From an optimization exercise on the open Yosys and OpenROAD flow, aimed at a short achievable clock period and few clock cycles; shortcuts taken in it are not production practice. Only simulation tests tie the RTL to the original design; equivalence was not proved. The flow treats the clock pin as an ideal source, which a real chip does not have. Power is estimated from default activity; no workload was simulated.

==> inputs of indigo <==
## data_cache_wb
module data_cache_wb (
  input  logic        clk,
  input  logic        rst,
  input  logic [31:0] addressIn,
  input  logic [31:0] dataIn,
  input  logic [3:0]  byteEn,
  input  logic        loadMemory,
  input  logic        storeMemory,
  output logic [31:0] dataOut,
  output logic        hit,
  output logic        stall,
  output logic        mem_req,
  output logic        mem_we,
  output logic [31:0] mem_addr,
  output logic [31:0] mem_wdata,
  input  logic        mem_ack,
  input  logic [31:0] mem_rdata
);
  logic        req, is_st, is_ld;
  logic [1:0]  word;
  logic [2:0]  idx;
  logic [24:0] tg;
  assign req   = loadMemory | storeMemory;
  assign is_st = storeMemory;
  assign is_ld = loadMemory & ~storeMemory;
  assign word  = addressIn[3:2];
  assign idx   = addressIn[6:4];
  assign tg    = addressIn[31:7];
  function automatic logic [31:0] merge(input logic [31:0] old, input logic [31:0] nw,
                                        input logic [3:0] be);
    for (int b = 0; b < 4; b++) merge[b*8 +: 8] = be[b] ? nw[b*8 +: 8] : old[b*8 +: 8];
  endfunction
  logic [24:0] tag_q  [16];
  logic [15:0] valid_q, dirty_q;
  logic [7:0]  lru_q;              
  logic [31:0] data_q [64];
  logic        busy_q, wbph_q, last_q, mway_q, room_q, wbload_q;
  logic [1:0]  beat_q;
  logic [2:0]  midx_q;
  logic [24:0] mtag_q;
  logic [31:0] maddr_q;
  logic [31:0] wbl_q [4];          
  logic [3:0]  arr_q;              
  logic [3:0]  eovm_q [4];         
  logic [31:0] eovd_q [4];         
  logic [15:0] rf_lsel_q;          
  logic [3:0]  rf_boh_q;           
  logic        qv_q, qway_q, qwb_q;
  logic [2:0]  qidx_q;
  logic [24:0] qtag_q, qwbtag_q;
  logic [3:0]  qovm_q [4];
  logic [31:0] qovd_q [4];
  logic        rv_q;               
  logic        r_st;
  logic [1:0]  r_word;
  logic [2:0]  r_idx;
  logic [24:0] r_tg;
  logic [31:0] r_din;
  logic [3:0]  r_be;
  logic [1:0]  r_m;                
  ...
Settings: LEC_CHECK=0, CAP_MARGIN=20, CORE_MARGIN=2, CORE_UTILIZATION=30, PLACE_DENSITY=0.42, SETUP_SLACK_MARGIN=3.6, SLEW_MARGIN=20, TNS_END_PERCENT=5; clock period 6.8 ns.
standard.sh (not shown) runs the stock make flow with config.mk's settings and CLKGATE_MAP_FILE= SYNTH_SCRIPT=/design/flow/synth_recipe.tcl, a recipe that flattens the netlist after the stock synthesis.
==> flow/flow/run.sh <==
#!/bin/bash
# The standard layout (standard.sh: the standard synthesis, then ORFS), with
# two changes:
#  - the buffers ORFS puts on the ports are plain buf_6 cells rather than the
#    cell buffer_ports picks by default (a clkdlybuf4s50 delay cell);
#  - after clock tree synthesis, one more setup repair pass (repair.tcl) on the
#    placed design, before global routing.
# ORFS writes each step's full log under orfs/logs/; make's output and the extra
# pass's log are kept here.
set -euo pipefail
export BUFFER_PORTS_ARGS="-buffer_cell sky130_fd_sc_hd__buf_6"
bash standard.sh cts > flow_make_cts.log 2>&1
openroad -no_init -exit flow/repair.tcl > flow_repair.log 2>&1
bash standard.sh > flow_make.log 2>&1
==> flow/flow/repair.tcl <==
# One more setup repair pass on the design after clock tree synthesis, with the
# same parasitics estimate, don't-use list and propagated clock as ORFS's own.
set res orfs/results/sky130hd/data_cache_wb/base
read_liberty $::env(FLOW_HOME)/platforms/sky130hd/lib/sky130_fd_sc_hd__tt_025C_1v80.lib
read_db $res/4_cts.odb
read_sdc $res/4_cts.sdc
source $::env(FLOW_HOME)/platforms/sky130hd/setRC.tcl
set_propagated_clock [all_clocks]
set_dont_use [get_lib_cells {sky130_fd_sc_hd__probe_p_8 sky130_fd_sc_hd__probec_p_8 sky130_fd_sc_hd__lpflow_*}]
estimate_parasitics -placement
report_worst_slack
repair_timing -setup -setup_margin 3.6 -repair_tns 100 -match_cell_footprint \
  -sequence "sizeup,swap,buffer,clone,split" -verbose
detailed_placement
check_placement -verbose
estimate_parasitics -placement
report_worst_slack
write_db $res/4_cts.odb
==> umber: changes against indigo <==
--- a/flow/design.v
+++ b/flow/design.v
@@ -259,10 +259,18 @@
     end
   end
   logic room_d, last_d;
   assign room_d = ~busy_d | ~(a_q | (qv_q & ~free_now));
   assign last_d = ~free_now & (last_q | (rf_ack & (beat_q == 2'd2)));
+  logic [31:0] eline [4];
+  always_comb begin
+    for (int k = 1; k < 4; k++) begin
+      eline[k] = '0;
+      for (int l = 0; l < 16; l++) eline[k] = eline[k] | ({32{rf_lsel_q[l]}} & data_q[{l[3:0], 2'(k)}]);
+    end
+    eline[0] = '0;
+  end
   logic [31:0] rf_word;
   assign rf_word = merge(mem_rdata, eovd_q[0], eovm_q[0]);
   always_ff @(posedge clk) begin
     if (rst) begin
       busy_q   <= 1'b0;
@@ -278,11 +286,11 @@
       if (free_now) begin
         busy_q   <= busy_d;
         last_q   <= 1'b0;
         beat_q   <= 2'd0;
         arr_q    <= 4'b0000;
-        wbl_q[0] <= qv_q ? data_q[{qidx_q, qway_q, 2'b00}] : (rv_q ? vw0_q[r_idx] : vw0[idx]);
+        wbl_q[0] <= qv_q ? qw0_q : (rv_q ? vw0_q[r_idx] : vw0[idx]);
         if (qv_q) begin
           wbph_q  <= qwb_q;
           mtag_q  <= qtag_q;
           maddr_q <= {(qwb_q ? qwbtag_q : qtag_q), qidx_q, 4'b0000};
         end else if (rv_q) begin
@@ -308,17 +316,17 @@
             last_q        <= (beat_q == 2'd2);
           end
         end
         if (wbload_q) begin
           if (mem_ack && wbph_q) begin
-            wbl_q[0] <= data_q[{midx_q, mway_q, 2'd1}];
-            wbl_q[1] <= data_q[{midx_q, mway_q, 2'd2}];
-            wbl_q[2] <= data_q[{midx_q, mway_q, 2'd3}];
+            wbl_q[0] <= eline[1];
+            wbl_q[1] <= eline[2];
+            wbl_q[2] <= eline[3];
           end else begin
-            wbl_q[1] <= data_q[{midx_q, mway_q, 2'd1}];
-            wbl_q[2] <= data_q[{midx_q, mway_q, 2'd2}];
-            wbl_q[3] <= data_q[{midx_q, mway_q, 2'd3}];
+            wbl_q[1] <= eline[1];
+            wbl_q[2] <= eline[2];
+            wbl_q[3] <= eline[3];
           end
         end else if (mem_ack && wbph_q) begin
           wbl_q[0] <= wbl_q[1];
           wbl_q[1] <= wbl_q[2];
           wbl_q[2] <= wbl_q[3];
@@ -331,10 +339,12 @@
     for (int k = 0; k < 4; k++) begin
       eovm_q[k] <= eovm_n[k];
       eovd_q[k] <= eovd_n[k];
     end
   end
+  logic [31:0] qw0_q;
+  always_ff @(posedge clk) qw0_q <= a_q ? data_q[{r_idx, a_way, 2'b00}] : data_q[{qidx_q, qway_q, 2'b00}];
   always_ff @(posedge clk) begin
     if (rst) begin
       qv_q <= 1'b0;
     end else begin
       if (a_q) begin
==> amber: changes against indigo <==
--- a/flow/design.v
+++ b/flow/design.v
@@ -109,10 +109,11 @@
   logic [1:0]  r_m;                
   logic        al_q, alf_q;        
   logic        rdy_q, fwd_q;
   logic        cst_q, cstl_q;      
   logic [3:0]  fwdb_q;             
+  logic [3:0]  fwdo_q;             
   logic [31:0] dout_q;
   logic [15:0] tmatch;
   always_comb begin
     for (int i = 0; i < 16; i++) tmatch[i] = valid_q[i] & (tag_q[i] == tg);
   end
@@ -161,36 +162,25 @@
       wbn[s]  = valid_q[{s[2:0], vs[s]}] & dirty_q[{s[2:0], vs[s]}];
       vtag[s] = tag_q[{s[2:0], vs[s]}];
       vw0[s]  = data_q[{s[2:0], vs[s], 2'b00}];
     end
   end
-  logic [7:0]  vs_q, wbn_q;
-  logic [24:0] vtag_q [8];
-  logic [31:0] vw0_q [8];
-  always_ff @(posedge clk) begin
-    vs_q  <= vs;
-    wbn_q <= wbn;
-    for (int s = 0; s < 8; s++) begin
-      vtag_q[s] <= vtag[s];
-      vw0_q[s]  <= vw0[s];
-    end
-  end
   logic free_now, room, cmpl, done, nd, fast, alloc, a_way, a_e, a_q;
   assign free_now = ~busy_q | (mem_ack & last_q);    
   assign room     = room_q | (mem_ack & last_q);      
   assign cmpl     = rdy_q | (fwd_q & mem_ack) | (is_st & (cst_q | (mem_ack & cstl_q)));
   assign stall    = ~cmpl;
   assign hit      = req & cmpl;
   always_comb begin
     for (int b = 0; b < 4; b++)
-      dataOut[b*8 +: 8] = fwdb_q[b] ? mem_rdata[b*8 +: 8] : dout_q[b*8 +: 8];
+      dataOut[b*8 +: 8] = fwdb_q[b] ? mem_rdata[b*8 +: 8] : (fwdo_q[b] ? eovd_q[0][b*8 +: 8] : dout_q[b*8 +: 8]);
   end
   assign done  = req & cmpl & ~rst;
   assign nd    = req & ~cmpl & ~rst;
   assign fast  = req & ~rv_q & ~rst & lk_miss & free_now & ~qv_q;
   assign alloc = rv_q & ~rst & r_miss & ~al_q & room;
-  assign a_way = vs_q[r_idx];
+  assign a_way = vs[r_idx];
   assign a_e   = alloc & free_now & ~qv_q;            
   assign a_q   = alloc & ~a_e;                        
   logic        st_fmq, st_fme, st_hit, st_now;
   assign st_now = ~rst & rv_q & r_st & cst_q;
   assign st_hit = st_now & r_hit;
@@ -220,11 +210,11 @@
   always_comb begin
     beat_d    = beat_q;
     e_next_rf = busy_q & ~wbph_q;
     if (free_now) begin
       beat_d    = 2'd0;
-      e_next_rf = qv_q ? ~qwb_q : (rv_q ? (a_e & ~wbn_q[r_idx]) : (fast & ~wbn[idx]));
+      e_next_rf = qv_q ? ~qwb_q : (rv_q ? (a_e & ~wbn[r_idx]) : (fast & ~wbn[idx]));
     end else if (busy_q & mem_ack) begin
       beat_d    = beat_q + 2'd1;
       e_next_rf = wbph_q ? (beat_q == 2'd3) : 1'b1;
     end
   end
@@ -278,19 +268,19 @@
       if (free_now) begin
         busy_q   <= busy_d;
         last_q   <= 1'b0;
         beat_q   <= 2'd0;
         arr_q    <= 4'b0000;
-        wbl_q[0] <= qv_q ? data_q[{qidx_q, qway_q, 2'b00}] : (rv_q ? vw0_q[r_idx] : vw0[idx]);
+        wbl_q[0] <= qv_q ? data_q[{qidx_q, qway_q, 2'b00}] : (rv_q ? vw0[r_idx] : vw0[idx]);
         if (qv_q) begin
           wbph_q  <= qwb_q;
           mtag_q  <= qtag_q;
           maddr_q <= {(qwb_q ? qwbtag_q : qtag_q), qidx_q, 4'b0000};
         end else if (rv_q) begin
-          wbph_q  <= wbn_q[r_idx];
+          wbph_q  <= wbn[r_idx];
           mtag_q  <= r_tg;
-          maddr_q <= {(wbn_q[r_idx] ? vtag_q[r_idx] : r_tg), r_idx, 4'b0000};
+          maddr_q <= {(wbn[r_idx] ? vtag[r_idx] : r_tg), r_idx, 4'b0000};
         end else begin
           wbph_q  <= wbn[idx];
           mtag_q  <= tg;
           maddr_q <= {(wbn[idx] ? vtag[idx] : tg), idx, 4'b0000};
         end
@@ -340,12 +330,12 @@
       if (a_q) begin
         qv_q     <= 1'b1;
         qidx_q   <= r_idx;
         qway_q   <= a_way;
         qtag_q   <= r_tg;
-        qwb_q    <= wbn_q[r_idx];
-        qwbtag_q <= vtag_q[r_idx];
+        qwb_q    <= wbn[r_idx];
+        qwbtag_q <= vtag[r_idx];
         for (int k = 0; k < 4; k++) begin
           qovm_q[k] <= (r_st && r_word == 2'(k)) ? r_be : 4'b0000;
           qovd_q[k] <= r_din;
         end
       end else begin
@@ -359,12 +349,11 @@
   end
   assign mem_req   = busy_q;
   assign mem_we    = wbph_q;
   assign mem_addr  = maddr_q;
   assign mem_wdata = wbl_q[0];
-  logic fm_next, fwd_d, ovl_cand;
-  assign ovl_cand = (idx == midx_d) & (word == beat_d) & |eovm_n[0];
+  logic fm_next, fwd_d;
   assign fm_next = e_src_q ? lk_fmq : (free_now ? (a_e | fast) : (lk_fme | alf_q));
   assign fwd_d   = nd & is_ld & fm_next & e_next_rf & (beat_d == word);
   always_ff @(posedge clk) begin
     if (rst) begin
       rv_q   <= 1'b0;
@@ -373,19 +362,21 @@
       rdy_q  <= 1'b0;
       cst_q  <= 1'b0;
       cstl_q <= 1'b0;
       fwd_q  <= 1'b0;
       fwdb_q <= 4'b0000;
+      fwdo_q <= 4'b0000;
     end else begin
       rv_q   <= nd;
       al_q   <= nd & (al_q | alloc | fast);
       alf_q  <= nd & fast;
-      rdy_q  <= nd & is_ld & lk_hit & (guess == m[1]) & ~ovl_cand;
+      rdy_q  <= nd & is_ld & lk_hit & (guess == m[1]);
       cst_q  <= nd & is_st & (lk_hit | lk_fme | lk_fmq | fast | room_d);
       cstl_q <= nd & is_st & last_d;
       fwd_q  <= fwd_d;
       fwdb_q <= fwd_d ? ~eovm_n[0] : 4'b0000;
+      fwdo_q <= fwd_d ? eovm_n[0] : 4'b0000;
     end
     r_st   <= is_st;
     r_word <= word;
     r_idx  <= idx;
     r_tg   <= tg;
@@ -428,12 +419,11 @@
     end
     rd_w0 = idx[2] ? ld[0][1] : ld[0][0];
     rd_w1 = idx[2] ? ld[1][1] : ld[1][0];
   end
   always_ff @(posedge clk) begin
-    for (int b = 0; b < 4; b++)
-      dout_q[b*8 +: 8] <= (ovl_cand & eovm_n[0][b]) ? eovd_n[0][b*8 +: 8] : (guess ? rd_w1[b*8 +: 8] : rd_w0[b*8 +: 8]);
+    dout_q <= guess ? rd_w1 : rd_w0;
   end
   logic [5:0] st_e;
   logic       st_we;
   assign st_e  = {r_idx, r_way, r_word};
   assign st_we = st_hit | (st_fme & rf_ack & (beat_q == r_word));
==> flow/flow/run.sh (replaced) <==
#!/bin/bash
# The standard layout (standard.sh: standard synthesis, then ORFS to finish),
# with one change: the buffers ORFS puts on the ports are plain buf_6 cells
# rather than the cell buffer_ports picks by default (a clkdlybuf4s50 delay cell).
# ORFS writes each step's full log under orfs/logs/; make's own output goes to
# flow_make.log here.
set -euo pipefail
export BUFFER_PORTS_ARGS="-buffer_cell sky130_fd_sc_hd__buf_6"
bash standard.sh > flow_make.log 2>&1
--- a/flow/config.mk
+++ b/flow/config.mk
@@ -7,8 +7,8 @@
 export LEC_CHECK = 0
 export CAP_MARGIN = 20
 export CORE_MARGIN = 2
 export CORE_UTILIZATION = 30
 export PLACE_DENSITY = 0.42
-export SETUP_SLACK_MARGIN = 3.6
+export SETUP_SLACK_MARGIN = 3.3
 export SLEW_MARGIN = 20
 export TNS_END_PERCENT = 5
removed: flow/flow/repair.tcl
==> notes <==
- In amber the total power is lower than in umber, by about 11%.
- The highest core utilization belongs to umber, the lowest to amber.
- Against amber, the sequential share of layout area of umber is lower by 2.6 points.
- The highest clock skew belongs to umber, the lowest to indigo.
- Worst hold slack: umber < indigo < amber.
- Between umber and amber, the lower wire length is in amber (gap 10%, measured against amber).
- The highest final area belongs to umber, the lowest to amber.
- Synthesized cell count, highest first: umber, indigo, amber.
Testbench counts of indigo, summed over its fixed seeds: cycles 162,907.
Testbench counts of umber, summed over its fixed seeds: cycles 162,907.
Testbench counts of amber, summed over its fixed seeds: cycles 162,902.

==> afterwards: timing with drivers on the ports <==
The flow's constraints put no driver on any port. The routed layouts listed below were extracted and timed again, unchanged, in two steps. Step 1 assumes that a clkbuf_16 drives the clock port and a buf_2 every other input. Step 2 also shifts input and output timing later by t, the mid clock arrival at the registers, as if the neighbouring blocks saw the same clock. a / b / c = ideal ports / drivers / drivers and shift; a / b = the first two.
run	shift t [ns]	setup WS [ns]	latest minus earliest clock arrival (ns)	slew at the worst register clock pin (ns)
indigo	1.250	2.717 / 2.717 / 1.952	0.077 / 0.077	0.07 / 0.07
umber	1.219	3.054 / 2.848 / 1.629	0.168 / 0.168	0.07 / 0.07
amber	1.209	2.706 / 2.706 / 1.636	0.110 / 0.110	0.08 / 0.08
After both steps every run listed still meets setup and hold. The setup slack of umber, which loses most, moves by -0.206 ns with the drivers and by -1.425 ns with both steps.
